Source: an optimization exercise on an open RTL-to-GDS flow (aim: small area, a short achievable clock period and few clock cycles per item). Production flows keep margins and buffers that such runs may drop. At most, simulation tests tie the RTL to the original design; equivalence was not proved. The RTL of run 2 was laid out without a check of its function.

==> flow/design.v <==
package pel_pkg;
    localparam int PEL_WIDTH = 16;
    localparam int ACC_WIDTH = 32;
    typedef logic [PEL_WIDTH-1:0] pel_t;
    typedef logic [ACC_WIDTH-1:0] acc_t;
endpackage
package coef_pkg;
    localparam int COEF_WIDTH = 16;
    localparam int FRAC_BITS = 11;
    typedef logic [COEF_WIDTH-1:0] coef_t;
    localparam coef_t COEF_ONE = coef_t'(1 << FRAC_BITS);
endpackage
module scaler (
    input  logic          clk,
    input  logic          rst_n,
    input  logic          in_write,
    input  pel_pkg::pel_t in_din,
    output logic          in_full,
    input  logic [15:0]   coef,
    input  logic          out_read,
    output pel_pkg::pel_t out_dout,
    output logic          out_empty
);
    logic          v1, v2;
    pel_pkg::pel_t pel_q;
    logic [15:0]   coef_q;
    pel_pkg::acc_t product;
    logic          go2, adv, acc;
    always_ff @(posedge clk)
    begin
        coef_q <= coef;
    end
    assign go2     = ~v2 | out_read;
    assign adv     = v1 & go2;
    assign in_full = v1 & ~go2;
    assign acc     = in_write & ~in_full;
    assign product = pel_pkg::acc_t'(pel_q) * pel_pkg::acc_t'(coef_q);
    always_ff @(posedge clk)
    begin
        if (!in_full)
            pel_q <= in_din;
        if (go2)
            out_dout <= pel_pkg::pel_t'(product >> coef_pkg::FRAC_BITS);
    end
    always_ff @(posedge clk or negedge rst_n)
    begin
        if (!rst_n)
        begin
            v1 <= 1'b0;
            v2 <= 1'b0;
        end
        else
        begin
            v1 <= acc | (v1 & ~adv);
            if (go2)
                v2 <= v1;
        end
    end
    assign out_empty = ~v2;
endmodule
module pel_scaler_top #(
    parameter int FLUX  = 2,
    parameter int DEPTH = 4
) (
    input  logic                              clk,
    input  logic                              rst_n,
    input  logic            [FLUX-1:0]        in_write,
    input  pel_pkg::pel_t   [FLUX-1:0]        in_din,
    output logic            [FLUX-1:0]        in_full,
    input  coef_pkg::coef_t [FLUX-1:0]        coef,
    input  logic            [FLUX-1:0]        out_read,
    output pel_pkg::pel_t   [FLUX-1:0]        out_dout,
    output logic            [FLUX-1:0]        out_empty
);
    genvar f;
    generate
        for (f = 0; f < FLUX; f++)
        begin : g_lane
            scaler u_lane (
                .clk       (clk),
                .rst_n     (rst_n),
                .in_write  (in_write[f]),
                .in_din    (in_din[f]),
                .in_full   (in_full[f]),
                .coef      (coef[f]),
                .out_read  (out_read[f]),
                .out_dout  (out_dout[f]),
                .out_empty (out_empty[f])
            );
        end
    endgenerate
endmodule
==> flow/run.sh <==
#!/bin/bash
# synth_recipe.tcl (not shown) runs the flow's synth.tcl, then flattens the netlist and writes it again
# the make line also repeats each setting of config.mk as NAME=value (left out here)
make -C /OpenROAD-flow-scripts/flow DESIGN_CONFIG=/design/flow/config.mk WORK_HOME=/design/flow/orfs CLKGATE_MAP_FILE= SYNTH_SCRIPT=/design/flow/synth_recipe.tcl finish
==> flow/config.mk <==
export PLATFORM = sky130hd
export DESIGN_NAME = pel_scaler_top
export DESIGN_NICKNAME = pel_scaler_top
export VERILOG_FILES = /design/flow/design.v
export SDC_FILE = /design/flow/constraint.sdc
export NUM_CORES = 4
export LEC_CHECK = 0
export CAP_MARGIN = 20
export CORE_MARGIN = 2
export CORE_UTILIZATION = 40
export SLEW_MARGIN = 20
==> flow/constraint.sdc <==
create_clock -name core_clock -period 8.0 [get_ports {clk}]
set_input_delay 1.6000 -clock core_clock [delete_from_list [all_inputs] [get_ports {clk}]]
set_output_delay 1.6000 -clock core_clock [all_outputs]
set_load 0.01 [all_outputs]
==> notes.md, run 1 <==
maxcap violations=0; nonclk inv count=453; Top Metal Used=met4; Register Area=2660 sq um; Final #Nets=2449; grt met2 use=31.1%; multi-input logic portion of the cell area=66.6%; Worst Setup SP=g_lane[1].u_lane.coef_q[7]; Seq/total area=13.7%; Compound-Gate Fraction of Synth Area=2.39%; status=finished clean; WL/cell=16.5 um; area fraction of the dominant cell type after synthesis=42.3%; Total Routing Usage GR=19.0%; setup slack at placement=1.22 ns; worst path bufs/invs=3; Largest regs=g_lane.u_lane.coef_q (32), g_lane.u_lane.out_dout (32), g_lane.u_lane.pel_q (32); Non-clock buffers=109; std cell rows=76; Most used DFF post-synth=edfxtp_1; met1 WL=18600 um; Seq/Total Area, Yosys=15.2%; die outline area=45500 sq um; CTS resizes=0; synth top area cells=fa_1 (42%), edfxtp_1 (11%), ha_1 (11%); Fill cells=4163; layout cells sized above 1=1.39%
Testbench counts, summed over its fixed seeds: cycles 8,016, items 16,000.
==> run 2: changes to the inputs <==
--- a/flow/design.v
+++ b/flow/design.v
@@ -24,7 +24,8 @@
     logic          v1, v2;
     pel_pkg::pel_t pel_q;
     logic [15:0]   coef_q;
-    pel_pkg::acc_t product;
+    logic [15:0]   s_d, c_d, s_q, c_q;
+    logic          lowc_d, lowc_q;
     logic          go2, adv, acc;
     always_ff @(posedge clk)
     begin
@@ -34,13 +35,23 @@
     assign adv     = v1 & go2;
     assign in_full = v1 & ~go2;
     assign acc     = in_write & ~in_full;
-    assign product = pel_pkg::acc_t'(pel_q) * pel_pkg::acc_t'(coef_q);
+    mul_tree u_tree (
+        .a    (pel_q),
+        .b    (coef_q),
+        .s    (s_d),
+        .c    (c_d),
+        .lowc (lowc_d)
+    );
     always_ff @(posedge clk)
     begin
         if (!in_full)
             pel_q <= in_din;
         if (go2)
-            out_dout <= pel_pkg::pel_t'(product >> coef_pkg::FRAC_BITS);
+        begin
+            s_q    <= s_d;
+            c_q    <= c_d;
+            lowc_q <= lowc_d;
+        end
     end
     always_ff @(posedge clk or negedge rst_n)
     begin
@@ -56,8 +67,1164 @@
                 v2 <= v1;
         end
     end
+    assign out_dout  = s_q + c_q + 16'(lowc_q);
     assign out_empty = ~v2;
 endmodule
+module mul_tree (
+    input  logic [15:0] a,
+    input  logic [15:0] b,
+    output logic [15:0] s,
+    output logic [15:0] c,
+    output logic lowc
+);
+    logic pp_0_0;
+    logic pp_0_1;
+    logic pp_0_2;
+    logic pp_0_3;
+    logic pp_0_4;
+    logic pp_0_5;
+    logic pp_0_6;
+    logic pp_0_7;
+    logic pp_0_8;
+    logic pp_0_9;
+    logic pp_0_10;
+    logic pp_0_11;
+    logic pp_0_12;
+    logic pp_0_13;
+    logic pp_0_14;
+    logic pp_0_15;
+    logic pp_1_0;
+    logic pp_1_1;
+    logic pp_1_2;
+    logic pp_1_3;
+    logic pp_1_4;
+    logic pp_1_5;
+    logic pp_1_6;
+    logic pp_1_7;
+    logic pp_1_8;
+    logic pp_1_9;
+    logic pp_1_10;
+    logic pp_1_11;
+    logic pp_1_12;
+    logic pp_1_13;
+    logic pp_1_14;
+    logic pp_1_15;
+    logic pp_2_0;
+    logic pp_2_1;
+    logic pp_2_2;
+    logic pp_2_3;
+    logic pp_2_4;
+    logic pp_2_5;
+    logic pp_2_6;
+    logic pp_2_7;
+    logic pp_2_8;
+    logic pp_2_9;
+    logic pp_2_10;
+    logic pp_2_11;
+    logic pp_2_12;
+    logic pp_2_13;
+    logic pp_2_14;
+    logic pp_2_15;
+    logic pp_3_0;
+    logic pp_3_1;
+    logic pp_3_2;
+    logic pp_3_3;
+    logic pp_3_4;
+    logic pp_3_5;
+    logic pp_3_6;
+    logic pp_3_7;
+    logic pp_3_8;
+    logic pp_3_9;
+    logic pp_3_10;
+    logic pp_3_11;
+    logic pp_3_12;
+    logic pp_3_13;
+    logic pp_3_14;
+    logic pp_3_15;
+    logic pp_4_0;
+    logic pp_4_1;
+    logic pp_4_2;
+    logic pp_4_3;
+    logic pp_4_4;
+    logic pp_4_5;
+    logic pp_4_6;
+    logic pp_4_7;
+    logic pp_4_8;
+    logic pp_4_9;
+    logic pp_4_10;
+    logic pp_4_11;
+    logic pp_4_12;
+    logic pp_4_13;
+    logic pp_4_14;
+    logic pp_4_15;
+    logic pp_5_0;
+    logic pp_5_1;
+    logic pp_5_2;
+    logic pp_5_3;
+    logic pp_5_4;
+    logic pp_5_5;
+    logic pp_5_6;
+    logic pp_5_7;
+    logic pp_5_8;
+    logic pp_5_9;
+    logic pp_5_10;
+    logic pp_5_11;
+    logic pp_5_12;
+    logic pp_5_13;
+    logic pp_5_14;
+    logic pp_5_15;
+    logic pp_6_0;
+    logic pp_6_1;
+    logic pp_6_2;
+    logic pp_6_3;
+    logic pp_6_4;
+    logic pp_6_5;
+    logic pp_6_6;
+    logic pp_6_7;
+    logic pp_6_8;
+    logic pp_6_9;
+    logic pp_6_10;
+    logic pp_6_11;
+    logic pp_6_12;
+    logic pp_6_13;
+    logic pp_6_14;
+    logic pp_6_15;
+    logic pp_7_0;
+    logic pp_7_1;
+    logic pp_7_2;
+    logic pp_7_3;
+    logic pp_7_4;
+    logic pp_7_5;
+    logic pp_7_6;
+    logic pp_7_7;
+    logic pp_7_8;
+    logic pp_7_9;
+    logic pp_7_10;
+    logic pp_7_11;
+    logic pp_7_12;
+    logic pp_7_13;
+    logic pp_7_14;
+    logic pp_7_15;
+    logic pp_8_0;
+    logic pp_8_1;
+    logic pp_8_2;
+    logic pp_8_3;
+    logic pp_8_4;
+    logic pp_8_5;
+    logic pp_8_6;
+    logic pp_8_7;
+    logic pp_8_8;
+    logic pp_8_9;
+    logic pp_8_10;
+    logic pp_8_11;
+    logic pp_8_12;
+    logic pp_8_13;
+    logic pp_8_14;
+    logic pp_8_15;
+    logic pp_9_0;
+    logic pp_9_1;
+    logic pp_9_2;
+    logic pp_9_3;
+    logic pp_9_4;
+    logic pp_9_5;
+    logic pp_9_6;
+    logic pp_9_7;
+    logic pp_9_8;
+    logic pp_9_9;
+    logic pp_9_10;
+    logic pp_9_11;
+    logic pp_9_12;
+    logic pp_9_13;
+    logic pp_9_14;
+    logic pp_9_15;
+    logic pp_10_0;
+    logic pp_10_1;
+    logic pp_10_2;
+    logic pp_10_3;
+    logic pp_10_4;
+    logic pp_10_5;
+    logic pp_10_6;
+    logic pp_10_7;
+    logic pp_10_8;
+    logic pp_10_9;
+    logic pp_10_10;
+    logic pp_10_11;
+    logic pp_10_12;
+    logic pp_10_13;
+    logic pp_10_14;
+    logic pp_10_15;
+    logic pp_11_0;
+    logic pp_11_1;
+    logic pp_11_2;
+    logic pp_11_3;
+    logic pp_11_4;
+    logic pp_11_5;
+    logic pp_11_6;
+    logic pp_11_7;
+    logic pp_11_8;
+    logic pp_11_9;
+    logic pp_11_10;
+    logic pp_11_11;
+    logic pp_11_12;
+    logic pp_11_13;
+    logic pp_11_14;
+    logic pp_11_15;
+    logic pp_12_0;
+    logic pp_12_1;
+    logic pp_12_2;
+    logic pp_12_3;
+    logic pp_12_4;
+    logic pp_12_5;
+    logic pp_12_6;
+    logic pp_12_7;
+    logic pp_12_8;
+    logic pp_12_9;
+    logic pp_12_10;
+    logic pp_12_11;
+    logic pp_12_12;
+    logic pp_12_13;
+    logic pp_12_14;
+    logic pp_13_0;
+    logic pp_13_1;
+    logic pp_13_2;
+    logic pp_13_3;
+    logic pp_13_4;
+    logic pp_13_5;
+    logic pp_13_6;
+    logic pp_13_7;
+    logic pp_13_8;
+    logic pp_13_9;
+    logic pp_13_10;
+    logic pp_13_11;
+    logic pp_13_12;
+    logic pp_13_13;
+    logic pp_14_0;
+    logic pp_14_1;
+    logic pp_14_2;
+    logic pp_14_3;
+    logic pp_14_4;
+    logic pp_14_5;
+    logic pp_14_6;
+    logic pp_14_7;
+    logic pp_14_8;
+    logic pp_14_9;
+    logic pp_14_10;
+    logic pp_14_11;
+    logic pp_14_12;
+    logic pp_15_0;
+    logic pp_15_1;
+    logic pp_15_2;
+    logic pp_15_3;
+    logic pp_15_4;
+    logic pp_15_5;
+    logic pp_15_6;
+    logic pp_15_7;
+    logic pp_15_8;
+    logic pp_15_9;
+    logic pp_15_10;
+    logic pp_15_11;
+    logic hs_0;
+    logic hc_0;
+    logic fs_0;
+    logic fc_0;
+    logic hs_1;
+    logic hc_1;
+    logic fs_1;
+    logic fc_1;
+    logic fs_2;
+    logic fc_2;
+    logic hs_2;
+    logic hc_2;
+    logic fs_3;
+    logic fc_3;
+    logic fs_4;
+    logic fc_4;
+    logic fs_5;
+    logic fc_5;
+    logic hs_3;
+    logic hc_3;
+    logic fs_6;
+    logic fc_6;
+    logic fs_7;
+    logic fc_7;
+    logic fs_8;
+    logic fc_8;
+    logic fs_9;
+    logic fc_9;
+    logic hs_4;
+    logic hc_4;
+    logic fs_10;
+    logic fc_10;
+    logic fs_11;
+    logic fc_11;
+    logic fs_12;
+    logic fc_12;
+    logic fs_13;
+    logic fc_13;
+    logic fs_14;
+    logic fc_14;
+    logic hs_5;
+    logic hc_5;
+    logic fs_15;
+    logic fc_15;
+    logic fs_16;
+    logic fc_16;
+    logic fs_17;
+    logic fc_17;
+    logic fs_18;
+    logic fc_18;
+    logic fs_19;
+    logic fc_19;
+    logic fs_20;
+    logic fc_20;
+    logic hs_6;
+    logic hc_6;
+    logic fs_21;
+    logic fc_21;
+    logic fs_22;
+    logic fc_22;
+    logic fs_23;
+    logic fc_23;
+    logic fs_24;
+    logic fc_24;
+    logic fs_25;
+    logic fc_25;
+    logic fs_26;
+    logic fc_26;
+    logic fs_27;
+    logic fc_27;
+    logic hs_7;
+    logic hc_7;
+    logic fs_28;
+    logic fc_28;
+    logic fs_29;
+    logic fc_29;
+    logic fs_30;
+    logic fc_30;
+    logic fs_31;
+    logic fc_31;
+    logic fs_32;
+    logic fc_32;
+    logic fs_33;
+    logic fc_33;
+    logic fs_34;
+    logic fc_34;
+    logic fs_35;
+    logic fc_35;
+    logic hs_8;
+    logic hc_8;
+    logic fs_36;
+    logic fc_36;
+    logic fs_37;
+    logic fc_37;
+    logic fs_38;
+    logic fc_38;
+    logic fs_39;
+    logic fc_39;
+    logic fs_40;
+    logic fc_40;
+    logic fs_41;
+    logic fc_41;
+    logic fs_42;
+    logic fc_42;
+    logic fs_43;
+    logic fc_43;
+    logic fs_44;
+    logic fc_44;
+    logic hs_9;
+    logic hc_9;
+    logic fs_45;
+    logic fc_45;
+    logic fs_46;
+    logic fc_46;
+    logic fs_47;
+    logic fc_47;
+    logic fs_48;
+    logic fc_48;
+    logic fs_49;
+    logic fc_49;
+    logic fs_50;
+    logic fc_50;
+    logic fs_51;
+    logic fc_51;
+    logic fs_52;
+    logic fc_52;
+    logic fs_53;
+    logic fc_53;
+    logic fs_54;
+    logic fc_54;
+    logic hs_10;
+    logic hc_10;
+    logic fs_55;
+    logic fc_55;
+    logic fs_56;
+    logic fc_56;
+    logic fs_57;
+    logic fc_57;
+    logic fs_58;
+    logic fc_58;
+    logic fs_59;
+    logic fc_59;
+    logic fs_60;
+    logic fc_60;
+    logic fs_61;
+    logic fc_61;
+    logic fs_62;
+    logic fc_62;
+    logic fs_63;
+    logic fc_63;
+    logic fs_64;
+    logic fc_64;
+    logic fs_65;
+    logic fc_65;
+    logic hs_11;
+    logic hc_11;
+    logic fs_66;
+    logic fc_66;
+    logic fs_67;
+    logic fc_67;
+    logic fs_68;
+    logic fc_68;
+    logic fs_69;
+    logic fc_69;
+    logic fs_70;
+    logic fc_70;
+    logic fs_71;
+    logic fc_71;
+    logic fs_72;
+    logic fc_72;
+    logic fs_73;
+    logic fc_73;
+    logic fs_74;
+    logic fc_74;
+    logic fs_75;
+    logic fc_75;
+    logic fs_76;
+    logic fc_76;
+    logic fs_77;
+    logic fc_77;
+    logic hs_12;
+    logic hc_12;
+    logic fs_78;
+    logic fc_78;
+    logic fs_79;
+    logic fc_79;
+    logic fs_80;
+    logic fc_80;
+    logic fs_81;
+    logic fc_81;
+    logic fs_82;
+    logic fc_82;
+    logic fs_83;
+    logic fc_83;
+    logic fs_84;
+    logic fc_84;
+    logic fs_85;
+    logic fc_85;
+    logic fs_86;
+    logic fc_86;
+    logic fs_87;
+    logic fc_87;
+    logic fs_88;
+    logic fc_88;
+    logic fs_89;
+    logic fc_89;
+    logic fs_90;
+    logic fc_90;
+    logic hs_13;
+    logic hc_13;
+    logic fs_91;
+    logic fc_91;
+    logic fs_92;
+    logic fc_92;
+    logic fs_93;
+    logic fc_93;
+    logic fs_94;
+    logic fc_94;
+    logic fs_95;
+    logic fc_95;
+    logic fs_96;
+    logic fc_96;
+    logic fs_97;
+    logic fc_97;
+    logic fs_98;
+    logic fc_98;
+    logic fs_99;
+    logic fc_99;
+    logic fs_100;
+    logic fc_100;
+    logic fs_101;
+    logic fc_101;
+    logic fs_102;
+    logic fc_102;
+    logic fs_103;
+    logic fc_103;
+    logic hs_14;
+    logic hc_14;
+    logic fs_104;
+    logic fc_104;
+    logic fs_105;
+    logic fc_105;
+    logic fs_106;
+    logic fc_106;
+    logic fs_107;
+    logic fc_107;
+    logic fs_108;
+    logic fc_108;
+    logic fs_109;
+    logic fc_109;
+    logic fs_110;
+    logic fc_110;
+    logic fs_111;
+    logic fc_111;
+    logic fs_112;
+    logic fc_112;
+    logic fs_113;
+    logic fc_113;
+    logic fs_114;
+    logic fc_114;
+    logic fs_115;
+    logic fc_115;
+    logic fs_116;
+    logic fc_116;
+    logic fs_117;
+    logic fc_117;
+    logic fs_118;
+    logic fc_118;
+    logic fs_119;
+    logic fc_119;
+    logic fs_120;
+    logic fc_120;
+    logic fs_121;
+    logic fc_121;
+    logic fs_122;
+    logic fc_122;
+    logic fs_123;
+    logic fc_123;
+    logic fs_124;
+    logic fc_124;
+    logic fs_125;
+    logic fc_125;
+    logic fs_126;
+    logic fc_126;
+    logic fs_127;
+    logic fc_127;
+    logic fs_128;
+    logic fc_128;
+    logic fs_129;
+    logic fc_129;
+    logic fs_130;
+    logic fc_130;
+    logic fs_131;
+    logic fc_131;
+    logic fs_132;
+    logic fc_132;
+    logic fs_133;
+    logic fc_133;
+    logic fs_134;
+    logic fc_134;
+    logic fs_135;
+    logic fc_135;
+    logic fs_136;
+    logic fc_136;
+    logic fs_137;
+    logic fc_137;
+    logic fs_138;
+    logic fc_138;
+    logic fs_139;
+    logic fc_139;
+    logic fs_140;
+    logic fc_140;
+    logic fs_141;
+    logic fc_141;
+    logic fs_142;
+    logic fc_142;
+    logic fs_143;
+    logic fc_143;
+    logic fs_144;
+    logic fc_144;
+    logic fs_145;
+    logic fc_145;
+    logic fs_146;
+    logic fc_146;
+    logic fs_147;
+    logic fc_147;
+    logic fs_148;
+    logic fc_148;
+    logic fs_149;
+    logic fc_149;
+    logic fs_150;
+    logic fc_150;
+    logic fs_151;
+    logic fc_151;
+    logic fs_152;
+    logic fc_152;
+    logic fs_153;
+    logic fc_153;
+    logic fs_154;
+    logic fc_154;
+    logic fs_155;
+    logic fc_155;
+    logic fs_156;
+    logic fc_156;
+    logic fs_157;
+    logic fc_157;
+    logic fs_158;
+    logic fc_158;
+    logic fs_159;
+    logic fc_159;
+    logic fs_160;
+    logic fc_160;
+    logic fs_161;
+    logic fc_161;
+    logic fs_162;
+    logic fc_162;
+    logic fs_163;
+    logic fc_163;
+    logic fs_164;
+    logic fc_164;
+    logic fs_165;
+    logic fc_165;
+    logic fs_166;
+    logic fc_166;
+    logic fs_167;
+    logic fc_167;
+    logic fs_168;
+    logic fc_168;
+    logic fs_169;
+    logic fc_169;
+    logic fs_170;
+    logic fc_170;
+    logic fs_171;
+    logic fc_171;
+    logic fs_172;
+    logic fc_172;
+    logic fs_173;
+    logic fc_173;
+    logic fs_174;
+    logic fc_174;
+    logic fs_175;
+    logic fc_175;
+    logic fs_176;
+    logic fc_176;
+    logic fs_177;
+    logic fc_177;
+    logic fs_178;
+    logic fc_178;
+    logic fs_179;
+    logic fc_179;
+    logic fs_180;
+    logic fc_180;
+    logic fs_181;
+    logic fc_181;
+    logic fs_182;
+    logic fc_182;
+    logic fs_183;
+    logic fc_183;
+    logic fs_184;
+    logic fc_184;
+    logic fs_185;
+    logic fc_185;
+    logic fs_186;
+    logic fc_186;
+    logic fs_187;
+    logic fc_187;
+    logic fs_188;
+    logic fc_188;
+    assign pp_0_0 = a[0] & b[0];
+    assign pp_0_1 = a[0] & b[1];
+    assign pp_0_2 = a[0] & b[2];
+    assign pp_0_3 = a[0] & b[3];
+    assign pp_0_4 = a[0] & b[4];
+    assign pp_0_5 = a[0] & b[5];
+    assign pp_0_6 = a[0] & b[6];
+    assign pp_0_7 = a[0] & b[7];
+    assign pp_0_8 = a[0] & b[8];
+    assign pp_0_9 = a[0] & b[9];
+    assign pp_0_10 = a[0] & b[10];
+    assign pp_0_11 = a[0] & b[11];
+    assign pp_0_12 = a[0] & b[12];
+    assign pp_0_13 = a[0] & b[13];
+    assign pp_0_14 = a[0] & b[14];
+    assign pp_0_15 = a[0] & b[15];
+    assign pp_1_0 = a[1] & b[0];
+    assign pp_1_1 = a[1] & b[1];
+    assign pp_1_2 = a[1] & b[2];
+    assign pp_1_3 = a[1] & b[3];
+    assign pp_1_4 = a[1] & b[4];
+    assign pp_1_5 = a[1] & b[5];
+    assign pp_1_6 = a[1] & b[6];
+    assign pp_1_7 = a[1] & b[7];
+    assign pp_1_8 = a[1] & b[8];
+    assign pp_1_9 = a[1] & b[9];
+    assign pp_1_10 = a[1] & b[10];
+    assign pp_1_11 = a[1] & b[11];
+    assign pp_1_12 = a[1] & b[12];
+    assign pp_1_13 = a[1] & b[13];
+    assign pp_1_14 = a[1] & b[14];
+    assign pp_1_15 = a[1] & b[15];
+    assign pp_2_0 = a[2] & b[0];
+    assign pp_2_1 = a[2] & b[1];
+    assign pp_2_2 = a[2] & b[2];
+    assign pp_2_3 = a[2] & b[3];
+    assign pp_2_4 = a[2] & b[4];
+    assign pp_2_5 = a[2] & b[5];
+    assign pp_2_6 = a[2] & b[6];
+    assign pp_2_7 = a[2] & b[7];
+    assign pp_2_8 = a[2] & b[8];
+    assign pp_2_9 = a[2] & b[9];
+    assign pp_2_10 = a[2] & b[10];
+    assign pp_2_11 = a[2] & b[11];
+    assign pp_2_12 = a[2] & b[12];
+    assign pp_2_13 = a[2] & b[13];
+    assign pp_2_14 = a[2] & b[14];
+    assign pp_2_15 = a[2] & b[15];
+    assign pp_3_0 = a[3] & b[0];
+    assign pp_3_1 = a[3] & b[1];
+    assign pp_3_2 = a[3] & b[2];
+    assign pp_3_3 = a[3] & b[3];
+    assign pp_3_4 = a[3] & b[4];
+    assign pp_3_5 = a[3] & b[5];
+    assign pp_3_6 = a[3] & b[6];
+    assign pp_3_7 = a[3] & b[7];
+    assign pp_3_8 = a[3] & b[8];
+    assign pp_3_9 = a[3] & b[9];
+    assign pp_3_10 = a[3] & b[10];
+    assign pp_3_11 = a[3] & b[11];
+    assign pp_3_12 = a[3] & b[12];
+    assign pp_3_13 = a[3] & b[13];
+    assign pp_3_14 = a[3] & b[14];
+    assign pp_3_15 = a[3] & b[15];
+    assign pp_4_0 = a[4] & b[0];
+    assign pp_4_1 = a[4] & b[1];
+    assign pp_4_2 = a[4] & b[2];
+    assign pp_4_3 = a[4] & b[3];
+    assign pp_4_4 = a[4] & b[4];
+    assign pp_4_5 = a[4] & b[5];
+    assign pp_4_6 = a[4] & b[6];
+    assign pp_4_7 = a[4] & b[7];
+    assign pp_4_8 = a[4] & b[8];
+    assign pp_4_9 = a[4] & b[9];
+    assign pp_4_10 = a[4] & b[10];
+    assign pp_4_11 = a[4] & b[11];
+    assign pp_4_12 = a[4] & b[12];
+    assign pp_4_13 = a[4] & b[13];
+    assign pp_4_14 = a[4] & b[14];
+    assign pp_4_15 = a[4] & b[15];
+    assign pp_5_0 = a[5] & b[0];
+    assign pp_5_1 = a[5] & b[1];
+    assign pp_5_2 = a[5] & b[2];
+    assign pp_5_3 = a[5] & b[3];
+    assign pp_5_4 = a[5] & b[4];
+    assign pp_5_5 = a[5] & b[5];
+    assign pp_5_6 = a[5] & b[6];
+    assign pp_5_7 = a[5] & b[7];
+    assign pp_5_8 = a[5] & b[8];
+    assign pp_5_9 = a[5] & b[9];
+    assign pp_5_10 = a[5] & b[10];
+    assign pp_5_11 = a[5] & b[11];
+    assign pp_5_12 = a[5] & b[12];
+    assign pp_5_13 = a[5] & b[13];
+    assign pp_5_14 = a[5] & b[14];
+    assign pp_5_15 = a[5] & b[15];
+    assign pp_6_0 = a[6] & b[0];
+    assign pp_6_1 = a[6] & b[1];
+    assign pp_6_2 = a[6] & b[2];
+    assign pp_6_3 = a[6] & b[3];
+    assign pp_6_4 = a[6] & b[4];
+    assign pp_6_5 = a[6] & b[5];
+    assign pp_6_6 = a[6] & b[6];
+    assign pp_6_7 = a[6] & b[7];
+    assign pp_6_8 = a[6] & b[8];
+    assign pp_6_9 = a[6] & b[9];
+    assign pp_6_10 = a[6] & b[10];
+    assign pp_6_11 = a[6] & b[11];
+    assign pp_6_12 = a[6] & b[12];
+    assign pp_6_13 = a[6] & b[13];
+    assign pp_6_14 = a[6] & b[14];
+    assign pp_6_15 = a[6] & b[15];
+    assign pp_7_0 = a[7] & b[0];
+    assign pp_7_1 = a[7] & b[1];
+    assign pp_7_2 = a[7] & b[2];
+    assign pp_7_3 = a[7] & b[3];
+    assign pp_7_4 = a[7] & b[4];
+    assign pp_7_5 = a[7] & b[5];
+    assign pp_7_6 = a[7] & b[6];
+    assign pp_7_7 = a[7] & b[7];
+    assign pp_7_8 = a[7] & b[8];
+    assign pp_7_9 = a[7] & b[9];
+    assign pp_7_10 = a[7] & b[10];
+    assign pp_7_11 = a[7] & b[11];
+    assign pp_7_12 = a[7] & b[12];
+    assign pp_7_13 = a[7] & b[13];
+    assign pp_7_14 = a[7] & b[14];
+    assign pp_7_15 = a[7] & b[15];
+    assign pp_8_0 = a[8] & b[0];
+    assign pp_8_1 = a[8] & b[1];
+    assign pp_8_2 = a[8] & b[2];
+    assign pp_8_3 = a[8] & b[3];
+    assign pp_8_4 = a[8] & b[4];
+    assign pp_8_5 = a[8] & b[5];
+    assign pp_8_6 = a[8] & b[6];
+    assign pp_8_7 = a[8] & b[7];
+    assign pp_8_8 = a[8] & b[8];
+    assign pp_8_9 = a[8] & b[9];
+    assign pp_8_10 = a[8] & b[10];
+    assign pp_8_11 = a[8] & b[11];
+    assign pp_8_12 = a[8] & b[12];
+    assign pp_8_13 = a[8] & b[13];
+    assign pp_8_14 = a[8] & b[14];
+    assign pp_8_15 = a[8] & b[15];
+    assign pp_9_0 = a[9] & b[0];
+    assign pp_9_1 = a[9] & b[1];
+    assign pp_9_2 = a[9] & b[2];
+    assign pp_9_3 = a[9] & b[3];
+    assign pp_9_4 = a[9] & b[4];
+    assign pp_9_5 = a[9] & b[5];
+    assign pp_9_6 = a[9] & b[6];
+    assign pp_9_7 = a[9] & b[7];
+    assign pp_9_8 = a[9] & b[8];
+    assign pp_9_9 = a[9] & b[9];
+    assign pp_9_10 = a[9] & b[10];
+    assign pp_9_11 = a[9] & b[11];
+    assign pp_9_12 = a[9] & b[12];
+    assign pp_9_13 = a[9] & b[13];
+    assign pp_9_14 = a[9] & b[14];
+    assign pp_9_15 = a[9] & b[15];
+    assign pp_10_0 = a[10] & b[0];
+    assign pp_10_1 = a[10] & b[1];
+    assign pp_10_2 = a[10] & b[2];
+    assign pp_10_3 = a[10] & b[3];
+    assign pp_10_4 = a[10] & b[4];
+    assign pp_10_5 = a[10] & b[5];
+    assign pp_10_6 = a[10] & b[6];
+    assign pp_10_7 = a[10] & b[7];
+    assign pp_10_8 = a[10] & b[8];
+    assign pp_10_9 = a[10] & b[9];
+    assign pp_10_10 = a[10] & b[10];
+    assign pp_10_11 = a[10] & b[11];
+    assign pp_10_12 = a[10] & b[12];
+    assign pp_10_13 = a[10] & b[13];
+    assign pp_10_14 = a[10] & b[14];
+    assign pp_10_15 = a[10] & b[15];
+    assign pp_11_0 = a[11] & b[0];
+    assign pp_11_1 = a[11] & b[1];
+    assign pp_11_2 = a[11] & b[2];
+    assign pp_11_3 = a[11] & b[3];
+    assign pp_11_4 = a[11] & b[4];
+    assign pp_11_5 = a[11] & b[5];
+    assign pp_11_6 = a[11] & b[6];
+    assign pp_11_7 = a[11] & b[7];
+    assign pp_11_8 = a[11] & b[8];
+    assign pp_11_9 = a[11] & b[9];
+    assign pp_11_10 = a[11] & b[10];
+    assign pp_11_11 = a[11] & b[11];
+    assign pp_11_12 = a[11] & b[12];
+    assign pp_11_13 = a[11] & b[13];
+    assign pp_11_14 = a[11] & b[14];
+    assign pp_11_15 = a[11] & b[15];
+    assign pp_12_0 = a[12] & b[0];
+    assign pp_12_1 = a[12] & b[1];
+    assign pp_12_2 = a[12] & b[2];
+    assign pp_12_3 = a[12] & b[3];
+    assign pp_12_4 = a[12] & b[4];
+    assign pp_12_5 = a[12] & b[5];
+    assign pp_12_6 = a[12] & b[6];
+    assign pp_12_7 = a[12] & b[7];
+    assign pp_12_8 = a[12] & b[8];
+    assign pp_12_9 = a[12] & b[9];
+    assign pp_12_10 = a[12] & b[10];
+    assign pp_12_11 = a[12] & b[11];
+    assign pp_12_12 = a[12] & b[12];
+    assign pp_12_13 = a[12] & b[13];
+    assign pp_12_14 = a[12] & b[14];
+    assign pp_13_0 = a[13] & b[0];
+    assign pp_13_1 = a[13] & b[1];
+    assign pp_13_2 = a[13] & b[2];
+    assign pp_13_3 = a[13] & b[3];
+    assign pp_13_4 = a[13] & b[4];
+    assign pp_13_5 = a[13] & b[5];
+    assign pp_13_6 = a[13] & b[6];
+    assign pp_13_7 = a[13] & b[7];
+    assign pp_13_8 = a[13] & b[8];
+    assign pp_13_9 = a[13] & b[9];
+    assign pp_13_10 = a[13] & b[10];
+    assign pp_13_11 = a[13] & b[11];
+    assign pp_13_12 = a[13] & b[12];
+    assign pp_13_13 = a[13] & b[13];
+    assign pp_14_0 = a[14] & b[0];
+    assign pp_14_1 = a[14] & b[1];
+    assign pp_14_2 = a[14] & b[2];
+    assign pp_14_3 = a[14] & b[3];
+    assign pp_14_4 = a[14] & b[4];
+    assign pp_14_5 = a[14] & b[5];
+    assign pp_14_6 = a[14] & b[6];
+    assign pp_14_7 = a[14] & b[7];
+    assign pp_14_8 = a[14] & b[8];
+    assign pp_14_9 = a[14] & b[9];
+    assign pp_14_10 = a[14] & b[10];
+    assign pp_14_11 = a[14] & b[11];
+    assign pp_14_12 = a[14] & b[12];
+    assign pp_15_0 = a[15] & b[0];
+    assign pp_15_1 = a[15] & b[1];
+    assign pp_15_2 = a[15] & b[2];
+    assign pp_15_3 = a[15] & b[3];
+    assign pp_15_4 = a[15] & b[4];
+    assign pp_15_5 = a[15] & b[5];
+    assign pp_15_6 = a[15] & b[6];
+    assign pp_15_7 = a[15] & b[7];
+    assign pp_15_8 = a[15] & b[8];
+    assign pp_15_9 = a[15] & b[9];
+    assign pp_15_10 = a[15] & b[10];
+    assign pp_15_11 = a[15] & b[11];
+    mul_ha u_hs_0 (.a(pp_0_2), .b(pp_1_1), .s(hs_0), .c(hc_0));
+    mul_fa u_fs_0 (.a(pp_0_3), .b(pp_1_2), .ci(pp_2_1), .s(fs_0), .co(fc_0));
+    mul_ha u_hs_1 (.a(pp_3_0), .b(hc_0), .s(hs_1), .c(hc_1));
+    mul_fa u_fs_1 (.a(pp_0_4), .b(pp_1_3), .ci(pp_2_2), .s(fs_1), .co(fc_1));
+    mul_fa u_fs_2 (.a(pp_3_1), .b(pp_4_0), .ci(fc_0), .s(fs_2), .co(fc_2));
+    mul_ha u_hs_2 (.a(hc_1), .b(fs_1), .s(hs_2), .c(hc_2));
+    mul_fa u_fs_3 (.a(pp_0_5), .b(pp_1_4), .ci(pp_2_3), .s(fs_3), .co(fc_3));
+    mul_fa u_fs_4 (.a(pp_3_2), .b(pp_4_1), .ci(pp_5_0), .s(fs_4), .co(fc_4));
+    mul_fa u_fs_5 (.a(fc_1), .b(fs_3), .ci(fs_4), .s(fs_5), .co(fc_5));
+    mul_ha u_hs_3 (.a(hc_2), .b(fc_2), .s(hs_3), .c(hc_3));
+    mul_fa u_fs_6 (.a(pp_0_6), .b(pp_1_5), .ci(pp_2_4), .s(fs_6), .co(fc_6));
+    mul_fa u_fs_7 (.a(pp_3_3), .b(pp_4_2), .ci(pp_5_1), .s(fs_7), .co(fc_7));
+    mul_fa u_fs_8 (.a(pp_6_0), .b(fc_3), .ci(fc_4), .s(fs_8), .co(fc_8));
+    mul_fa u_fs_9 (.a(fs_6), .b(fs_7), .ci(fc_5), .s(fs_9), .co(fc_9));
+    mul_ha u_hs_4 (.a(fs_8), .b(hc_3), .s(hs_4), .c(hc_4));
+    mul_fa u_fs_10 (.a(pp_0_7), .b(pp_1_6), .ci(pp_2_5), .s(fs_10), .co(fc_10));
+    mul_fa u_fs_11 (.a(pp_3_4), .b(pp_4_3), .ci(pp_5_2), .s(fs_11), .co(fc_11));
+    mul_fa u_fs_12 (.a(pp_6_1), .b(pp_7_0), .ci(fc_6), .s(fs_12), .co(fc_12));
+    mul_fa u_fs_13 (.a(fc_7), .b(fs_10), .ci(fs_11), .s(fs_13), .co(fc_13));
+    mul_fa u_fs_14 (.a(fc_8), .b(fs_12), .ci(fs_13), .s(fs_14), .co(fc_14));
+    mul_ha u_hs_5 (.a(hc_4), .b(fc_9), .s(hs_5), .c(hc_5));
+    mul_fa u_fs_15 (.a(pp_0_8), .b(pp_1_7), .ci(pp_2_6), .s(fs_15), .co(fc_15));
+    mul_fa u_fs_16 (.a(pp_3_5), .b(pp_4_4), .ci(pp_5_3), .s(fs_16), .co(fc_16));
+    mul_fa u_fs_17 (.a(pp_6_2), .b(pp_7_1), .ci(pp_8_0), .s(fs_17), .co(fc_17));
+    mul_fa u_fs_18 (.a(fc_10), .b(fc_11), .ci(fs_15), .s(fs_18), .co(fc_18));
+    mul_fa u_fs_19 (.a(fs_16), .b(fs_17), .ci(fc_12), .s(fs_19), .co(fc_19));
+    mul_fa u_fs_20 (.a(fc_13), .b(fs_18), .ci(fs_19), .s(fs_20), .co(fc_20));
+    mul_ha u_hs_6 (.a(fc_14), .b(hc_5), .s(hs_6), .c(hc_6));
+    mul_fa u_fs_21 (.a(pp_0_9), .b(pp_1_8), .ci(pp_2_7), .s(fs_21), .co(fc_21));
+    mul_fa u_fs_22 (.a(pp_3_6), .b(pp_4_5), .ci(pp_5_4), .s(fs_22), .co(fc_22));
+    mul_fa u_fs_23 (.a(pp_6_3), .b(pp_7_2), .ci(pp_8_1), .s(fs_23), .co(fc_23));
+    mul_fa u_fs_24 (.a(pp_9_0), .b(fc_15), .ci(fc_16), .s(fs_24), .co(fc_24));
+    mul_fa u_fs_25 (.a(fc_17), .b(fs_21), .ci(fs_22), .s(fs_25), .co(fc_25));
+    mul_fa u_fs_26 (.a(fs_23), .b(fc_18), .ci(fs_24), .s(fs_26), .co(fc_26));
+    mul_fa u_fs_27 (.a(fs_25), .b(fc_19), .ci(fs_26), .s(fs_27), .co(fc_27));
+    mul_ha u_hs_7 (.a(hc_6), .b(fc_20), .s(hs_7), .c(hc_7));
+    mul_fa u_fs_28 (.a(pp_0_10), .b(pp_1_9), .ci(pp_2_8), .s(fs_28), .co(fc_28));
+    mul_fa u_fs_29 (.a(pp_3_7), .b(pp_4_6), .ci(pp_5_5), .s(fs_29), .co(fc_29));
+    mul_fa u_fs_30 (.a(pp_6_4), .b(pp_7_3), .ci(pp_8_2), .s(fs_30), .co(fc_30));
+    mul_fa u_fs_31 (.a(pp_9_1), .b(pp_10_0), .ci(fc_21), .s(fs_31), .co(fc_31));
+    mul_fa u_fs_32 (.a(fc_22), .b(fc_23), .ci(fs_28), .s(fs_32), .co(fc_32));
+    mul_fa u_fs_33 (.a(fs_29), .b(fs_30), .ci(fc_24), .s(fs_33), .co(fc_33));
+    mul_fa u_fs_34 (.a(fc_25), .b(fs_31), .ci(fs_32), .s(fs_34), .co(fc_34));
+    mul_fa u_fs_35 (.a(fc_26), .b(fs_33), .ci(fs_34), .s(fs_35), .co(fc_35));
+    mul_ha u_hs_8 (.a(fc_27), .b(hc_7), .s(hs_8), .c(hc_8));
+    mul_fa u_fs_36 (.a(pp_0_11), .b(pp_1_10), .ci(pp_2_9), .s(fs_36), .co(fc_36));
+    mul_fa u_fs_37 (.a(pp_3_8), .b(pp_4_7), .ci(pp_5_6), .s(fs_37), .co(fc_37));
+    mul_fa u_fs_38 (.a(pp_6_5), .b(pp_7_4), .ci(pp_8_3), .s(fs_38), .co(fc_38));
+    mul_fa u_fs_39 (.a(pp_9_2), .b(pp_10_1), .ci(pp_11_0), .s(fs_39), .co(fc_39));
+    mul_fa u_fs_40 (.a(fc_28), .b(fc_29), .ci(fc_30), .s(fs_40), .co(fc_40));
+    mul_fa u_fs_41 (.a(fs_36), .b(fs_37), .ci(fs_38), .s(fs_41), .co(fc_41));
+    mul_fa u_fs_42 (.a(fs_39), .b(fc_31), .ci(fc_32), .s(fs_42), .co(fc_42));
+    mul_fa u_fs_43 (.a(fs_40), .b(fs_41), .ci(fc_33), .s(fs_43), .co(fc_43));
+    mul_fa u_fs_44 (.a(fc_34), .b(fs_42), .ci(fs_43), .s(fs_44), .co(fc_44));
+    mul_ha u_hs_9 (.a(fc_35), .b(hc_8), .s(hs_9), .c(hc_9));
+    mul_fa u_fs_45 (.a(pp_0_12), .b(pp_1_11), .ci(pp_2_10), .s(fs_45), .co(fc_45));
+    mul_fa u_fs_46 (.a(pp_3_9), .b(pp_4_8), .ci(pp_5_7), .s(fs_46), .co(fc_46));
+    mul_fa u_fs_47 (.a(pp_6_6), .b(pp_7_5), .ci(pp_8_4), .s(fs_47), .co(fc_47));
+    mul_fa u_fs_48 (.a(pp_9_3), .b(pp_10_2), .ci(pp_11_1), .s(fs_48), .co(fc_48));
+    mul_fa u_fs_49 (.a(pp_12_0), .b(fc_36), .ci(fc_37), .s(fs_49), .co(fc_49));
+    mul_fa u_fs_50 (.a(fc_38), .b(fc_39), .ci(fs_45), .s(fs_50), .co(fc_50));
+    mul_fa u_fs_51 (.a(fs_46), .b(fs_47), .ci(fs_48), .s(fs_51), .co(fc_51));
+    mul_fa u_fs_52 (.a(fc_40), .b(fc_41), .ci(fs_49), .s(fs_52), .co(fc_52));
+    mul_fa u_fs_53 (.a(fs_50), .b(fs_51), .ci(fc_42), .s(fs_53), .co(fc_53));
+    mul_fa u_fs_54 (.a(fs_52), .b(fc_43), .ci(fs_53), .s(fs_54), .co(fc_54));
+    mul_ha u_hs_10 (.a(fc_44), .b(fs_54), .s(hs_10), .c(hc_10));
+    mul_fa u_fs_55 (.a(pp_0_13), .b(pp_1_12), .ci(pp_2_11), .s(fs_55), .co(fc_55));
+    mul_fa u_fs_56 (.a(pp_3_10), .b(pp_4_9), .ci(pp_5_8), .s(fs_56), .co(fc_56));
+    mul_fa u_fs_57 (.a(pp_6_7), .b(pp_7_6), .ci(pp_8_5), .s(fs_57), .co(fc_57));
+    mul_fa u_fs_58 (.a(pp_9_4), .b(pp_10_3), .ci(pp_11_2), .s(fs_58), .co(fc_58));
+    mul_fa u_fs_59 (.a(pp_12_1), .b(pp_13_0), .ci(fc_45), .s(fs_59), .co(fc_59));
+    mul_fa u_fs_60 (.a(fc_46), .b(fc_47), .ci(fc_48), .s(fs_60), .co(fc_60));
+    mul_fa u_fs_61 (.a(fs_55), .b(fs_56), .ci(fs_57), .s(fs_61), .co(fc_61));
+    mul_fa u_fs_62 (.a(fs_58), .b(fc_49), .ci(fc_50), .s(fs_62), .co(fc_62));
+    mul_fa u_fs_63 (.a(fc_51), .b(fs_59), .ci(fs_60), .s(fs_63), .co(fc_63));
+    mul_fa u_fs_64 (.a(fs_61), .b(fc_52), .ci(fs_62), .s(fs_64), .co(fc_64));
+    mul_fa u_fs_65 (.a(fs_63), .b(fc_53), .ci(fs_64), .s(fs_65), .co(fc_65));
+    mul_ha u_hs_11 (.a(fc_54), .b(fs_65), .s(hs_11), .c(hc_11));
+    mul_fa u_fs_66 (.a(pp_0_14), .b(pp_1_13), .ci(pp_2_12), .s(fs_66), .co(fc_66));
+    mul_fa u_fs_67 (.a(pp_3_11), .b(pp_4_10), .ci(pp_5_9), .s(fs_67), .co(fc_67));
+    mul_fa u_fs_68 (.a(pp_6_8), .b(pp_7_7), .ci(pp_8_6), .s(fs_68), .co(fc_68));
+    mul_fa u_fs_69 (.a(pp_9_5), .b(pp_10_4), .ci(pp_11_3), .s(fs_69), .co(fc_69));
+    mul_fa u_fs_70 (.a(pp_12_2), .b(pp_13_1), .ci(pp_14_0), .s(fs_70), .co(fc_70));
+    mul_fa u_fs_71 (.a(fc_55), .b(fc_56), .ci(fc_57), .s(fs_71), .co(fc_71));
+    mul_fa u_fs_72 (.a(fc_58), .b(fs_66), .ci(fs_67), .s(fs_72), .co(fc_72));
+    mul_fa u_fs_73 (.a(fs_68), .b(fs_69), .ci(fs_70), .s(fs_73), .co(fc_73));
+    mul_fa u_fs_74 (.a(fc_59), .b(fc_60), .ci(fc_61), .s(fs_74), .co(fc_74));
+    mul_fa u_fs_75 (.a(fs_71), .b(fs_72), .ci(fs_73), .s(fs_75), .co(fc_75));
+    mul_fa u_fs_76 (.a(fc_62), .b(fc_63), .ci(fs_74), .s(fs_76), .co(fc_76));
+    mul_fa u_fs_77 (.a(fs_75), .b(fc_64), .ci(fs_76), .s(fs_77), .co(fc_77));
+    mul_ha u_hs_12 (.a(fc_65), .b(fs_77), .s(hs_12), .c(hc_12));
+    mul_fa u_fs_78 (.a(pp_0_15), .b(pp_1_14), .ci(pp_2_13), .s(fs_78), .co(fc_78));
+    mul_fa u_fs_79 (.a(pp_3_12), .b(pp_4_11), .ci(pp_5_10), .s(fs_79), .co(fc_79));
+    mul_fa u_fs_80 (.a(pp_6_9), .b(pp_7_8), .ci(pp_8_7), .s(fs_80), .co(fc_80));
+    mul_fa u_fs_81 (.a(pp_9_6), .b(pp_10_5), .ci(pp_11_4), .s(fs_81), .co(fc_81));
+    mul_fa u_fs_82 (.a(pp_12_3), .b(pp_13_2), .ci(pp_14_1), .s(fs_82), .co(fc_82));
+    mul_fa u_fs_83 (.a(pp_15_0), .b(fc_66), .ci(fc_67), .s(fs_83), .co(fc_83));
+    mul_fa u_fs_84 (.a(fc_68), .b(fc_69), .ci(fc_70), .s(fs_84), .co(fc_84));
+    mul_fa u_fs_85 (.a(fs_78), .b(fs_79), .ci(fs_80), .s(fs_85), .co(fc_85));
+    mul_fa u_fs_86 (.a(fs_81), .b(fs_82), .ci(fc_71), .s(fs_86), .co(fc_86));
+    mul_fa u_fs_87 (.a(fc_72), .b(fc_73), .ci(fs_83), .s(fs_87), .co(fc_87));
+    mul_fa u_fs_88 (.a(fs_84), .b(fs_85), .ci(fc_74), .s(fs_88), .co(fc_88));
+    mul_fa u_fs_89 (.a(fs_86), .b(fc_75), .ci(fs_87), .s(fs_89), .co(fc_89));
+    mul_fa u_fs_90 (.a(fc_76), .b(fs_88), .ci(fs_89), .s(fs_90), .co(fc_90));
+    mul_ha u_hs_13 (.a(fc_77), .b(fs_90), .s(hs_13), .c(hc_13));
+    mul_fa u_fs_91 (.a(pp_1_15), .b(pp_2_14), .ci(pp_3_13), .s(fs_91), .co(fc_91));
+    mul_fa u_fs_92 (.a(pp_4_12), .b(pp_5_11), .ci(pp_6_10), .s(fs_92), .co(fc_92));
+    mul_fa u_fs_93 (.a(pp_7_9), .b(pp_8_8), .ci(pp_9_7), .s(fs_93), .co(fc_93));
+    mul_fa u_fs_94 (.a(pp_10_6), .b(pp_11_5), .ci(pp_12_4), .s(fs_94), .co(fc_94));
+    mul_fa u_fs_95 (.a(pp_13_3), .b(pp_14_2), .ci(pp_15_1), .s(fs_95), .co(fc_95));
+    mul_fa u_fs_96 (.a(fc_78), .b(fc_79), .ci(fc_80), .s(fs_96), .co(fc_96));
+    mul_fa u_fs_97 (.a(fc_81), .b(fc_82), .ci(fs_91), .s(fs_97), .co(fc_97));
+    mul_fa u_fs_98 (.a(fs_92), .b(fs_93), .ci(fs_94), .s(fs_98), .co(fc_98));
+    mul_fa u_fs_99 (.a(fs_95), .b(fc_83), .ci(fc_84), .s(fs_99), .co(fc_99));
+    mul_fa u_fs_100 (.a(fc_85), .b(fs_96), .ci(fs_97), .s(fs_100), .co(fc_100));
+    mul_fa u_fs_101 (.a(fs_98), .b(fc_86), .ci(fc_87), .s(fs_101), .co(fc_101));
+    mul_fa u_fs_102 (.a(fs_99), .b(fs_100), .ci(fc_88), .s(fs_102), .co(fc_102));
+    mul_fa u_fs_103 (.a(fc_89), .b(fs_101), .ci(fs_102), .s(fs_103), .co(fc_103));
+    mul_ha u_hs_14 (.a(fc_90), .b(hc_13), .s(hs_14), .c(hc_14));
+    mul_fa u_fs_104 (.a(pp_2_15), .b(pp_3_14), .ci(pp_4_13), .s(fs_104), .co(fc_104));
+    mul_fa u_fs_105 (.a(pp_5_12), .b(pp_6_11), .ci(pp_7_10), .s(fs_105), .co(fc_105));
+    mul_fa u_fs_106 (.a(pp_8_9), .b(pp_9_8), .ci(pp_10_7), .s(fs_106), .co(fc_106));
+    mul_fa u_fs_107 (.a(pp_11_6), .b(pp_12_5), .ci(pp_13_4), .s(fs_107), .co(fc_107));
+    mul_fa u_fs_108 (.a(pp_14_3), .b(pp_15_2), .ci(fc_91), .s(fs_108), .co(fc_108));
+    mul_fa u_fs_109 (.a(fc_92), .b(fc_93), .ci(fc_94), .s(fs_109), .co(fc_109));
+    mul_fa u_fs_110 (.a(fc_95), .b(fs_104), .ci(fs_105), .s(fs_110), .co(fc_110));
+    mul_fa u_fs_111 (.a(fs_106), .b(fs_107), .ci(fc_96), .s(fs_111), .co(fc_111));
+    mul_fa u_fs_112 (.a(fc_97), .b(fc_98), .ci(fs_108), .s(fs_112), .co(fc_112));
+    mul_fa u_fs_113 (.a(fs_109), .b(fs_110), .ci(fc_99), .s(fs_113), .co(fc_113));
+    mul_fa u_fs_114 (.a(fs_111), .b(fc_100), .ci(fs_112), .s(fs_114), .co(fc_114));
+    mul_fa u_fs_115 (.a(fc_101), .b(fs_113), .ci(fs_114), .s(fs_115), .co(fc_115));
+    mul_fa u_fs_116 (.a(fc_102), .b(fs_115), .ci(fc_103), .s(fs_116), .co(fc_116));
+    mul_fa u_fs_117 (.a(pp_3_15), .b(pp_4_14), .ci(pp_5_13), .s(fs_117), .co(fc_117));
+    mul_fa u_fs_118 (.a(pp_6_12), .b(pp_7_11), .ci(pp_8_10), .s(fs_118), .co(fc_118));
+    mul_fa u_fs_119 (.a(pp_9_9), .b(pp_10_8), .ci(pp_11_7), .s(fs_119), .co(fc_119));
+    mul_fa u_fs_120 (.a(pp_12_6), .b(pp_13_5), .ci(pp_14_4), .s(fs_120), .co(fc_120));
+    mul_fa u_fs_121 (.a(pp_15_3), .b(fc_104), .ci(fc_105), .s(fs_121), .co(fc_121));
+    mul_fa u_fs_122 (.a(fc_106), .b(fc_107), .ci(fs_117), .s(fs_122), .co(fc_122));
+    mul_fa u_fs_123 (.a(fs_118), .b(fs_119), .ci(fs_120), .s(fs_123), .co(fc_123));
+    mul_fa u_fs_124 (.a(fc_108), .b(fc_109), .ci(fc_110), .s(fs_124), .co(fc_124));
+    mul_fa u_fs_125 (.a(fs_121), .b(fs_122), .ci(fs_123), .s(fs_125), .co(fc_125));
+    mul_fa u_fs_126 (.a(fc_111), .b(fc_112), .ci(fs_124), .s(fs_126), .co(fc_126));
+    mul_fa u_fs_127 (.a(fs_125), .b(fc_113), .ci(fc_114), .s(fs_127), .co(fc_127));
+    mul_fa u_fs_128 (.a(fs_126), .b(fc_115), .ci(fs_127), .s(fs_128), .co(fc_128));
+    mul_fa u_fs_129 (.a(pp_4_15), .b(pp_5_14), .ci(pp_6_13), .s(fs_129), .co(fc_129));
+    mul_fa u_fs_130 (.a(pp_7_12), .b(pp_8_11), .ci(pp_9_10), .s(fs_130), .co(fc_130));
+    mul_fa u_fs_131 (.a(pp_10_9), .b(pp_11_8), .ci(pp_12_7), .s(fs_131), .co(fc_131));
+    mul_fa u_fs_132 (.a(pp_13_6), .b(pp_14_5), .ci(pp_15_4), .s(fs_132), .co(fc_132));
+    mul_fa u_fs_133 (.a(fc_117), .b(fc_118), .ci(fc_119), .s(fs_133), .co(fc_133));
+    mul_fa u_fs_134 (.a(fc_120), .b(fs_129), .ci(fs_130), .s(fs_134), .co(fc_134));
+    mul_fa u_fs_135 (.a(fs_131), .b(fs_132), .ci(fc_121), .s(fs_135), .co(fc_135));
+    mul_fa u_fs_136 (.a(fc_122), .b(fc_123), .ci(fs_133), .s(fs_136), .co(fc_136));
+    mul_fa u_fs_137 (.a(fs_134), .b(fc_124), .ci(fs_135), .s(fs_137), .co(fc_137));
+    mul_fa u_fs_138 (.a(fc_125), .b(fs_136), .ci(fc_126), .s(fs_138), .co(fc_138));
+    mul_fa u_fs_139 (.a(fs_137), .b(fc_127), .ci(fs_138), .s(fs_139), .co(fc_139));
+    mul_fa u_fs_140 (.a(pp_5_15), .b(pp_6_14), .ci(pp_7_13), .s(fs_140), .co(fc_140));
+    mul_fa u_fs_141 (.a(pp_8_12), .b(pp_9_11), .ci(pp_10_10), .s(fs_141), .co(fc_141));
+    mul_fa u_fs_142 (.a(pp_11_9), .b(pp_12_8), .ci(pp_13_7), .s(fs_142), .co(fc_142));
+    mul_fa u_fs_143 (.a(pp_14_6), .b(pp_15_5), .ci(fc_129), .s(fs_143), .co(fc_143));
+    mul_fa u_fs_144 (.a(fc_130), .b(fc_131), .ci(fc_132), .s(fs_144), .co(fc_144));
+    mul_fa u_fs_145 (.a(fs_140), .b(fs_141), .ci(fs_142), .s(fs_145), .co(fc_145));
+    mul_fa u_fs_146 (.a(fc_133), .b(fc_134), .ci(fs_143), .s(fs_146), .co(fc_146));
+    mul_fa u_fs_147 (.a(fs_144), .b(fs_145), .ci(fc_135), .s(fs_147), .co(fc_147));
+    mul_fa u_fs_148 (.a(fc_136), .b(fs_146), .ci(fc_137), .s(fs_148), .co(fc_148));
+    mul_fa u_fs_149 (.a(fs_147), .b(fc_138), .ci(fs_148), .s(fs_149), .co(fc_149));
+    mul_fa u_fs_150 (.a(pp_6_15), .b(pp_7_14), .ci(pp_8_13), .s(fs_150), .co(fc_150));
+    mul_fa u_fs_151 (.a(pp_9_12), .b(pp_10_11), .ci(pp_11_10), .s(fs_151), .co(fc_151));
+    mul_fa u_fs_152 (.a(pp_12_9), .b(pp_13_8), .ci(pp_14_7), .s(fs_152), .co(fc_152));
+    mul_fa u_fs_153 (.a(pp_15_6), .b(fc_140), .ci(fc_141), .s(fs_153), .co(fc_153));
+    mul_fa u_fs_154 (.a(fc_142), .b(fs_150), .ci(fs_151), .s(fs_154), .co(fc_154));
+    mul_fa u_fs_155 (.a(fs_152), .b(fc_143), .ci(fc_144), .s(fs_155), .co(fc_155));
+    mul_fa u_fs_156 (.a(fc_145), .b(fs_153), .ci(fs_154), .s(fs_156), .co(fc_156));
+    mul_fa u_fs_157 (.a(fc_146), .b(fs_155), .ci(fs_156), .s(fs_157), .co(fc_157));
+    mul_fa u_fs_158 (.a(fc_147), .b(fs_157), .ci(fc_148), .s(fs_158), .co(fc_158));
+    mul_fa u_fs_159 (.a(pp_7_15), .b(pp_8_14), .ci(pp_9_13), .s(fs_159), .co(fc_159));
+    mul_fa u_fs_160 (.a(pp_10_12), .b(pp_11_11), .ci(pp_12_10), .s(fs_160), .co(fc_160));
+    mul_fa u_fs_161 (.a(pp_13_9), .b(pp_14_8), .ci(pp_15_7), .s(fs_161), .co(fc_161));
+    mul_fa u_fs_162 (.a(fc_150), .b(fc_151), .ci(fc_152), .s(fs_162), .co(fc_162));
+    mul_fa u_fs_163 (.a(fs_159), .b(fs_160), .ci(fs_161), .s(fs_163), .co(fc_163));
+    mul_fa u_fs_164 (.a(fc_153), .b(fc_154), .ci(fs_162), .s(fs_164), .co(fc_164));
+    mul_fa u_fs_165 (.a(fs_163), .b(fc_155), .ci(fc_156), .s(fs_165), .co(fc_165));
+    mul_fa u_fs_166 (.a(fs_164), .b(fc_157), .ci(fs_165), .s(fs_166), .co(fc_166));
+    mul_fa u_fs_167 (.a(pp_8_15), .b(pp_9_14), .ci(pp_10_13), .s(fs_167), .co(fc_167));
+    mul_fa u_fs_168 (.a(pp_11_12), .b(pp_12_11), .ci(pp_13_10), .s(fs_168), .co(fc_168));
+    mul_fa u_fs_169 (.a(pp_14_9), .b(pp_15_8), .ci(fc_159), .s(fs_169), .co(fc_169));
+    mul_fa u_fs_170 (.a(fc_160), .b(fc_161), .ci(fs_167), .s(fs_170), .co(fc_170));
+    mul_fa u_fs_171 (.a(fs_168), .b(fc_162), .ci(fc_163), .s(fs_171), .co(fc_171));
+    mul_fa u_fs_172 (.a(fs_169), .b(fs_170), .ci(fc_164), .s(fs_172), .co(fc_172));
+    mul_fa u_fs_173 (.a(fs_171), .b(fc_165), .ci(fs_172), .s(fs_173), .co(fc_173));
+    mul_fa u_fs_174 (.a(pp_9_15), .b(pp_10_14), .ci(pp_11_13), .s(fs_174), .co(fc_174));
+    mul_fa u_fs_175 (.a(pp_12_12), .b(pp_13_11), .ci(pp_14_10), .s(fs_175), .co(fc_175));
+    mul_fa u_fs_176 (.a(pp_15_9), .b(fc_167), .ci(fc_168), .s(fs_176), .co(fc_176));
+    mul_fa u_fs_177 (.a(fs_174), .b(fs_175), .ci(fc_169), .s(fs_177), .co(fc_177));
+    mul_fa u_fs_178 (.a(fc_170), .b(fs_176), .ci(fc_171), .s(fs_178), .co(fc_178));
+    mul_fa u_fs_179 (.a(fs_177), .b(fc_172), .ci(fs_178), .s(fs_179), .co(fc_179));
+    mul_fa u_fs_180 (.a(pp_10_15), .b(pp_11_14), .ci(pp_12_13), .s(fs_180), .co(fc_180));
+    mul_fa u_fs_181 (.a(pp_13_12), .b(pp_14_11), .ci(pp_15_10), .s(fs_181), .co(fc_181));
+    mul_fa u_fs_182 (.a(fc_174), .b(fc_175), .ci(fs_180), .s(fs_182), .co(fc_182));
+    mul_fa u_fs_183 (.a(fs_181), .b(fc_176), .ci(fs_182), .s(fs_183), .co(fc_183));
+    mul_fa u_fs_184 (.a(fc_177), .b(fs_183), .ci(fc_178), .s(fs_184), .co(fc_184));
+    mul_fa u_fs_185 (.a(pp_11_15), .b(pp_12_14), .ci(pp_13_13), .s(fs_185), .co(fc_185));
+    mul_fa u_fs_186 (.a(pp_14_12), .b(pp_15_11), .ci(fc_180), .s(fs_186), .co(fc_186));
+    mul_fa u_fs_187 (.a(fc_181), .b(fs_185), .ci(fc_182), .s(fs_187), .co(fc_187));
+    mul_fa u_fs_188 (.a(fs_186), .b(fc_183), .ci(fs_187), .s(fs_188), .co(fc_188));
+    logic [11:0] lowsum;
+    assign lowsum = {1'b0, fs_35, fs_27, fs_20, fs_14, hs_4, fs_5, hs_2, fs_0, pp_2_0, pp_0_1, pp_0_0} + {1'b0, hs_8, hs_7, hs_6, hs_5, fs_9, hs_3, fs_2, hs_1, hs_0, pp_1_0, 1'b0};
+    assign lowc = lowsum[11];
+    assign s[0] = fs_44;
+    assign c[0] = hs_9;
+    assign s[1] = hc_9;
+    assign c[1] = hs_10;
+    assign s[2] = hc_10;
+    assign c[2] = hs_11;
+    assign s[3] = hc_11;
+    assign c[3] = hs_12;
+    assign s[4] = hc_12;
+    assign c[4] = hs_13;
+    assign s[5] = fs_103;
+    assign c[5] = hs_14;
+    assign s[6] = hc_14;
+    assign c[6] = fs_116;
+    assign s[7] = fs_128;
+    assign c[7] = fc_116;
+    assign s[8] = fc_128;
+    assign c[8] = fs_139;
+    assign s[9] = fc_139;
+    assign c[9] = fs_149;
+    assign s[10] = fc_149;
+    assign c[10] = fs_158;
+    assign s[11] = fs_166;
+    assign c[11] = fc_158;
+    assign s[12] = fc_166;
+    assign c[12] = fs_173;
+    assign s[13] = fc_173;
+    assign c[13] = fs_179;
+    assign s[14] = fc_179;
+    assign c[14] = fs_184;
+    assign s[15] = fs_188;
+    assign c[15] = fc_184;
+endmodule
+module mul_fa (input logic a, input logic b, input logic ci, output logic s, output logic co);
+    assign s  = a ^ b ^ ci;
+    assign co = (a & b) | (ci & (a ^ b));
+endmodule
+module mul_ha (input logic a, input logic b, output logic s, output logic c);
+    assign s = a ^ b;
+    assign c = a & b;
+endmodule
 module pel_scaler_top #(
     parameter int FLUX  = 2,
     parameter int DEPTH = 4
--- a/flow/config.mk
+++ b/flow/config.mk
@@ -9,3 +9,4 @@
 export CORE_MARGIN = 2
 export CORE_UTILIZATION = 40
 export SLEW_MARGIN = 20
+export SYNTH_HIERARCHICAL = 1
==> run 2 against run 1 <==
Net effect: worst hold slack worse by 0.0043 ns; worst setup slack better by 1.5 ns; sequential share of layout area is 5.8 points higher; wire length is 1.1% higher; die area is 1.8% lower; clock skew is 0.0018 ns higher; largest cell class unchanged.
==> notes.md, run 2 <==
worst slew pin tran=0.890 ns (was 1.00 ns); number of synthesized flops with an enable pin=98 (was 64); hold endpoint=g_lane[1].u_lane.v2 (unchanged); drt first pass iters=4 (was 5); Fill cells=3876 (was 4163); Final Setup Violations=0 (unchanged); CTS Hold Bufs=0 (unchanged); met1 WL=17600 um (was 18600 um); Layout area overhead=9.49% (was 10.5%); status=finished clean (unchanged); Compound-Gate Fraction of Synth Area=3.29% (was 2.39%); Clock Path Buffers=2 (unchanged); setup TNS=0 ns (unchanged); root buf cell=clkbuf_16 (unchanged); worst min path class=register to register (unchanged); Fin. Hold Viols=0 (unchanged); max_slew headroom=40.5% (was 33.0%); first-pass GRT wire length=66200 um (was 66000 um); remaining antenna violation count after routing=0 (unchanged); maxcap violations=0 (unchanged); worst skew pair latency=0.47 ns (was 0.40 ns); die outline area=44700 sq um (was 45500 sq um); Crit. End Element=output port (was register); Seq/Total Area, Yosys=21.4% (was 15.2%); std cell rows=75 (was 76); met2 routed WL=19900 um (was 19500 um); Total Routing Usage GR=19.9% (was 19.0%); syn_nets=1900 (was 2397); Top Metal Used=met4 (unchanged); Post-Route WL=40900 um (was 40400 um); Crit Reg-Reg Endpoint=g_lane[0].u_lane.c_q[6] (was g_lane[1].u_lane.out_dout[13]); largest net degree at the start of global routing=35 (was 20); top-count cell post-synth=and2_1 (was inv_1); r2r startpoint=g_lane[0].u_lane.pel_q[7] (was g_lane[1].u_lane.coef_q[7]); post-layout min period=5.26 ns (was 6.79 ns); r2r setup slk=3.67 ns (was 1.21 ns); crit path launch type=register (unchanged); crit path kind=register to output port (was register to register); critical path fanouts, max=3 (was 16); Simple-Gate Fraction of Synth Area=19.3% (was 15.7%); area fraction of the dominant cell type after synthesis=44.5% (was 42.3%); Final #Nets=1899 (was 2449); Syn Inst Count=1372 (was 1807); gr ovfl total=0 (unchanged); Starting DRT DRC Count=447 (was 603); library cells used by synthesis=42 (was 41); WL/cell=21.3 um (was 16.5 um); Worst-path clk slew=0.06 ns (was 0.08 ns); Via density=5.21 (was 4.72); Mapped Avg Cell Area=12.5 sq um (was 9.70 sq um); Final Wtd Congestion=0.799 (was 0.822); Clock Skews=0.0168 ns (was 0.0150 ns); Req. time, crit path=6.40 ns (was 8.15 ns); Synth Area in Adders=50.0% (was 53.0%); Slew Viols, Final=0 (unchanged); DRC=0 (unchanged); die span in x=211 um (was 213 um); Antenna Cells=0 (unchanged); fraction of synthesized area in multiplexers=0% (unchanged); layout cells sized above 1=4.70% (was 1.39%); CTS resizes=0 (unchanged); Synth Area in XOR/XNOR=1.53% (was 2.50%); post-DP HPWL=29900 um (was 32500 um); synth top area cells=fa_1 (44%), and2_1 (17%), edfxtp_1 (17%) (was fa_1 (42%), edfxtp_1 (11%), ha_1 (11%)); Cells on Worst Hold Path=1 (unchanged); vias in the first global route=11773 (was 12529); Post-synth top cells=and2_1 (478), fa_1 (382), edfxtp_1 (98), ha_1 (76), buf_4 (64) (was inv_1 (453), fa_1 (370), nand2_1 (271), and2_1 (229), ha_1 (150)); CTS Sinks=134 (was 100); Most used DFF post-synth=edfxtp_1 (unchanged); Yosys top cell by area=fa_1 (unchanged)
==> run 2: cell count changes in the layout (fill, tap and decap cells not counted), moves of 14 or more <==
cell,previous run,this run
nor2_1,20,6
ha_1,150,76
nand2_1,271,16
edfxtp_1,64,98
inv_1,453,12
and2_1,229,478
xnor2_1,35,18
==> run 2: per-stage QoR <==
stage / util, % / hold slack, ns / std cells / worst slack [ns]
finish: 44.6 / 0.467 / 1923 / 2.74
floorplan: - / 0.435 / 1372 / 3.93
detailed placement: 43.2 / 0.468 / 1891 / 2.90
global placement: 43.2 / 0.450 / 1891 / 2.89
global route: 44.6 / 0.495 / 1923 / 2.54
CTS: 44.6 / 0.474 / 1923 / 2.70
==> run 2: how the worst max path moves through the flow <==
stage	from	end	slack, ns	cells after the start
after floorplan	g_lane[0].u_lane.pel_q[3]	g_lane[0].u_lane.c_q[6]	3.93	10
after global placement	out_read[1]	in_full[1]	2.89	4
after detailed placement	out_read[1]	in_full[1]	2.90	4
after CTS	g_lane[0].u_lane.s_q[0]	out_dout[14]	2.70	10
after global routing	g_lane[0].u_lane.s_q[0]	out_dout[14]	2.54	10
final	g_lane[0].u_lane.s_q[0]	out_dout[14]	2.74	10
==> run 2: kinds of logic (layout without fill, tap and decap cells) <==
logic type                 Yosys count  in the layout
and+or+nand+nor                    536            536
AOI/OAI and AO/OA                   74             74
adders and majority gates          458            458
DFF                                134            134
buffers and inverters              140            152
xor gates and xnor gates            30             30
==> run 2: metal layers <==
layer  track usage (%)  up-vias
met1              26.3     5371
met5                 0        -
met4              6.05        0
met2              32.5      301
li1                  -     4306
met3              5.00       45
==> run 2: modules after synthesis, one instance, submodules excluded, excerpt <==
module | times used | flip-flops and latches | area [sq um]
mul_fa | 378 | 0 | 20.0
mul_ha | 30 | 0 | 12.5
mul_tree | 2 | 0 | 2080
scaler | 2 | 67 | 2550
==> run 2: area by class of cell <==
type | instances | area (sq um) | share of cell area (%)
clock buffers | 19 | 475 | 2.52
clock inverters | 13 | 133 | 0.704
inverters | 12 | 45.0 | 0.239
multi-input cells | 1098 | 12700 | 67.7
flip-flops and latches | 134 | 3680 | 19.6
well taps | 539 | 674 | 3.58
repair buffers | 108 | 1070 | 5.70
==> run 2: critical path: stages, from the launching register on <==
cell             delay [ns]
edfxtp_1               0.40
fa_1                   0.49
inv_1                  0.09
fa_1                   0.20
nor2b_1                0.06
o21a_1                 0.18
a31o_2                 0.29
a31oi_2                0.30
o221ai_1               0.22
xor2_1                 0.36
clkdlybuf4s50_1        0.61

## separate check: timing with driven ports
No port has a modelled driver above. Below, the same layouts with a new extraction and two added sets of constraints.
Step 1 assumes that a clkbuf_16 drives the clock port and a buf_2 every other input.
Step 2 times the ports against the registers' clock, not the clock port: input delays grow and output delays shrink by t, the midpoint of the rising clock arrivals with the driver on.
Three values: ideal ports, drivers, drivers and shift; two values: the first two.
| run | shift t [ns] | setup WS [ns] | worst setup path at the end | worst slew at a driven data input, ns | pins driven straight from the clock port |
|---|---|---|---|---|---|
| run 1 | 0.447 | 1.211 / 1.211 / 1.211 | register to register | 0.06 | 1 |
| run 2 | 0.518 | 2.735 / 2.680 / 2.947 | input to output | 0.07 | 1 |
After both steps every run listed still meets setup and hold.
